Background: an optimization exercise with open tools, aiming at small area. Do not read the settings as production practice.
The RTL was checked by simulation tests, not by an equivalence proof against the original design.
Power and IR drop assume default switching activity.

Design meter_poll_retry_sequencer_unit, start of the top module:
module meter_poll_retry_sequencer_unit
(
  input  wire        clk,
  input  wire        rst_n,
  input  wire        in_valid,
  output logic       in_stall,
  input  mprs_pkg::in_item_t   in_data,
  output logic       out_valid,
  input  wire        out_stall,
  output mprs_pkg::out_item_t  out_data,
  input  wire        psel,
  input  wire        penable,
  input  wire        pwrite,
  input  wire [3:0]  paddr,
  input  wire [31:0] pwdata,
  output logic [31:0] prdata,
  output logic       pready
);
  mprs_pkg::cfg_t cfg_r;
  logic       wr_en;
  logic       buf_clr, buf_wr, nonempty, load, wr_hold, rd_align;
  logic [4:0] ptr;
  logic [3:0] k;
  logic [15:0] raw;
  logic [7:0] rd_vexp, rd_cexp, rd_pexp;
  assign pready = 1'b1;
  assign wr_en  = psel && penable && pwrite;
  always_ff @(posedge clk) begin
    if (!rst_n) begin
      cfg_r.poll_period <= POLL_RST;
      cfg_r.reply_wait  <= WAIT_RST;
      cfg_r.retry_limit <= RETRY_RST;
    end else if (wr_en) begin
      case (paddr[3:2])
        REG_POLL:  cfg_r.poll_period <= pwdata[15:0];
        REG_WAIT:  cfg_r.reply_wait  <= pwdata[11:0];
        REG_RETRY: cfg_r.retry_limit <= pwdata[3:0];
        default: begin
        end
      endcase
    end
  end
  always_comb begin
    case (paddr[3:2])
      REG_POLL:  prdata = {16'h0000, cfg_r.poll_period};
      REG_WAIT:  prdata = {20'h00000, cfg_r.reply_wait};
      REG_RETRY: prdata = {28'h0000000, cfg_r.retry_limit};
      default:   prdata = '0;
    endcase
  end
  mprs_ctrl u_ctrl (
    .clk       (clk),
    .rst_n     (rst_n),
    .cfg       (cfg_r),
    .cfg_wr    (wr_en),
    .in_valid  (in_valid),
    .in_stall  (in_stall),
    .in_data   (in_data),
    .out_valid (out_valid),
    .out_stall (out_stall),
    .out_data  (out_data),
  ...
Settings: LEC_CHECK=0, CAP_MARGIN=20, CORE_MARGIN=2, CORE_UTILIZATION=65, CTS_CLUSTER_DIAMETER=80, CTS_CLUSTER_SIZE=28, SLEW_MARGIN=20; clock period 6.0 ns.
standard.sh (not shown) runs the stock make flow with config.mk's settings and CLKGATE_MAP_FILE= SYNTH_SCRIPT=/design/flow/synth_recipe.tcl, a recipe that flattens the netlist after the stock synthesis.
==> flow/flow/run.sh <==
#!/bin/bash
# Layout flow: the standard ORFS flow, with small buffers on the ports and a clock
# tree without dummy loads. Everything else (synthesis, floorplan, power grid, tap cells,
# placement, routing) is the standard flow unchanged.
set -euo pipefail
export BUFFER_PORTS_ARGS="-buffer_cell sky130_fd_sc_hd__buf_1"
export CTS_ARGS="-sink_clustering_enable -repair_clock_nets -sink_clustering_size 10 -sink_clustering_max_diameter 40 -buf_list sky130_fd_sc_hd__clkbuf_4 -dont_use_dummy_load"
bash standard.sh > standard_flow.log 2>&1
The starting point ran to the end with no violations.
Rerun with:
--- a/flow/flow/run.sh
+++ b/flow/flow/run.sh
@@ -6,3 +6,3 @@
 export BUFFER_PORTS_ARGS="-buffer_cell sky130_fd_sc_hd__buf_1"
-export CTS_ARGS="-sink_clustering_enable -repair_clock_nets -sink_clustering_size 10 -sink_clustering_max_diameter 40 -buf_list sky130_fd_sc_hd__clkbuf_4 -dont_use_dummy_load"
+export CTS_ARGS="-sink_clustering_enable -repair_clock_nets -sink_clustering_size 20 -sink_clustering_max_diameter 60 -buf_list sky130_fd_sc_hd__clkbuf_8 -dont_use_dummy_load"
 bash standard.sh > standard_flow.log 2>&1
What happened: The new run produced a clean layout. Critical path depth stays the same. Routed wire length drops by about 1.4%. Worst setup slack improves by 100 ps. Via count drops by 2.3%. Total power drops by 0.97%. Count of clock-buffer cells in the layout drops by 22. Hold slack improves by 10 ps. Synthesized cell count does not change.
Rerun with:
--- a/flow/flow/run.sh
+++ b/flow/flow/run.sh
@@ -6,3 +6,3 @@
 export BUFFER_PORTS_ARGS="-buffer_cell sky130_fd_sc_hd__buf_1"
-export CTS_ARGS="-sink_clustering_enable -repair_clock_nets -sink_clustering_size 20 -sink_clustering_max_diameter 60 -buf_list sky130_fd_sc_hd__clkbuf_8 -dont_use_dummy_load"
+export CTS_ARGS="-sink_clustering_enable -repair_clock_nets -sink_clustering_size 28 -sink_clustering_max_diameter 80 -dont_use_dummy_load"
 bash standard.sh > standard_flow.log 2>&1
Setup slack is better by 33 ps.
Fmax climbs by 0.82%.
Final area climbs by about 1.1%.
Hold slack is worse by 15 ps.
Clock power climbs by about 22%.
Synthesized cell count does not change.
Global-route usage climbs by 0.24 points.
Count of clock-buffer cells in the layout drops by 5.
Non-clock buffer count stays the same.
Die area stays the same.
Rerun with:
--- a/flow/flow/run.sh
+++ b/flow/flow/run.sh
@@ -6,3 +6,3 @@
 export BUFFER_PORTS_ARGS="-buffer_cell sky130_fd_sc_hd__buf_1"
-export CTS_ARGS="-sink_clustering_enable -repair_clock_nets -sink_clustering_size 28 -sink_clustering_max_diameter 80 -dont_use_dummy_load"
+export CTS_ARGS="-sink_clustering_enable -repair_clock_nets -sink_clustering_size 20 -sink_clustering_max_diameter 60 -buf_list sky130_fd_sc_hd__clkbuf_8 -dont_use_dummy_load"
 bash standard.sh > standard_flow.log 2>&1
Settings changed: CORE_UTILIZATION 65 to 50.
What happened: The new run went through all stages and came out clean; flip-flop and latch count is unchanged; power falls by 3.9%; clock power shrinks by about 10%; worst setup slack degrades by 45 ps; worst hold slack gains 14 ps; non-clock buffer count stays the same; register-to-register slack loses 30 ps; final cell count goes up by 6.0%; first-iteration DRC count decreases by 21%.
Rerun with:
--- a/flow/flow/run.sh
+++ b/flow/flow/run.sh
@@ -6,3 +6,3 @@
 export BUFFER_PORTS_ARGS="-buffer_cell sky130_fd_sc_hd__buf_1"
-export CTS_ARGS="-sink_clustering_enable -repair_clock_nets -sink_clustering_size 20 -sink_clustering_max_diameter 60 -buf_list sky130_fd_sc_hd__clkbuf_8 -dont_use_dummy_load"
+export CTS_ARGS="-sink_clustering_enable -repair_clock_nets -sink_clustering_size 18 -sink_clustering_max_diameter 60 -buf_list \"sky130_fd_sc_hd__clkbuf_8 sky130_fd_sc_hd__clkbuf_4\" -dont_use_dummy_load"
 bash standard.sh > standard_flow.log 2>&1
Settings changed: CORE_UTILIZATION 50 to 65.
The new run ran to the end with no violations; via count is higher by 0.85%; final area drops by 0.77%; area after synthesis stays the same; total power falls by 0.57%; register-to-register slack improved by 80 ps; final cell count is lower by 5.1%; wire length decreases by 1.7%; die area is lower by 23%.
Rerun with:
==> flow/flow/run.sh (replaced) <==
#!/bin/bash
# Layout flow: the standard ORFS flow, with small buffers on the ports and a clock
# tree without dummy loads. Everything else (synthesis, floorplan, power grid, tap cells,
# placement, routing) is the standard flow unchanged.
set -euo pipefail
export BUFFER_PORTS_ARGS="-buffer_cell sky130_fd_sc_hd__buf_1"
export CTS_ARGS="-sink_clustering_enable -repair_clock_nets -sink_clustering_size 20 -sink_clustering_max_diameter 60 -buf_list sky130_fd_sc_hd__clkbuf_8 -dont_use_dummy_load"
bash standard.sh > standard_flow.log 2>&1
Settings changed: CAP_MARGIN 20 to 0, SLEW_MARGIN 20 to 0.
Effect: Worst setup slack improves by 12 ps; count of clock-buffer cells in the layout came out lower by 2; maximum frequency came out higher by 0.30%; global-route usage hardly moves; via count went down by 0.44%; combinational power hardly moves.

Another version of the RTL of meter_poll_retry_sequencer_unit (not shown whole).
Size in the first run: about 1300 cells after synthesis.
clock: 6.0 ns
lec_check: 0
cap_margin: 20
core_margin: 2
core_utilization: 40
slew_margin: 20
run.sh (not shown) runs the stock make flow with config.mk's settings and CLKGATE_MAP_FILE= SYNTH_SCRIPT=/design/flow/synth_recipe.tcl, a recipe that flattens the netlist after the stock synthesis.
Stock flow here: none of the scripts above is used.
The first run went through all stages and came out clean.
Rerun with:
--- a/flow/config.mk
+++ b/flow/config.mk
@@ -9,3 +9,5 @@
 export CORE_MARGIN = 2
-export CORE_UTILIZATION = 40
+export CORE_UTILIZATION = 65
+export CTS_CLUSTER_DIAMETER = 80
+export CTS_CLUSTER_SIZE = 28
 export SLEW_MARGIN = 20
The changed run finished with timing, DRC and antenna clean.
Die area drops by 38%.
Setup slack gets worse by 0.067 ns.
Wire length drops by 6.8%.

==> static timing again, ports no longer ideal <==
How much do the figures lean on ideal ports? The routed layouts below were timed once more, with nothing changed but the port constraints.
Step 1 sets driving cells, clkbuf_16 on the clock port and buf_2 on the other inputs (assumed; they add their load-dependent delay and slew).
Step 2 also shifts input and output timing later by t, the mid clock arrival at the registers, as if the neighbouring blocks saw the same clock.
Three values: ideal, step 1, step 2; two values: the first two.
| run | shift t [ns] | setup WS [ns] | worst setup path at the end |
|---|---|---|---|
| the first run of note 1 | 0.637 | 1.876 / 1.842 / 2.107 | input to output |
| the second run of note 1 | 0.565 | 1.981 / 1.941 / 2.095 | input to output |
| the third run of note 1 | 0.529 | 2.014 / 1.970 / 2.122 | input to output |
| the fourth run of note 1 | 0.576 | 1.969 / 1.927 / 2.109 | input to output |
| the fifth run of note 1 | 0.570 | 1.965 / 1.928 / 2.109 | input to output |
| the sixth run of note 1 | 0.564 | 1.977 / 1.937 / 2.106 | input to output |
| the first run of note 2 | 0.598 | 0.477 / 0.426 / 1.024 | register to output |
| the second run of note 2 | 0.571 | 0.410 / 0.362 / 0.933 | register to output |
After both steps setup and hold are still met in every run listed.
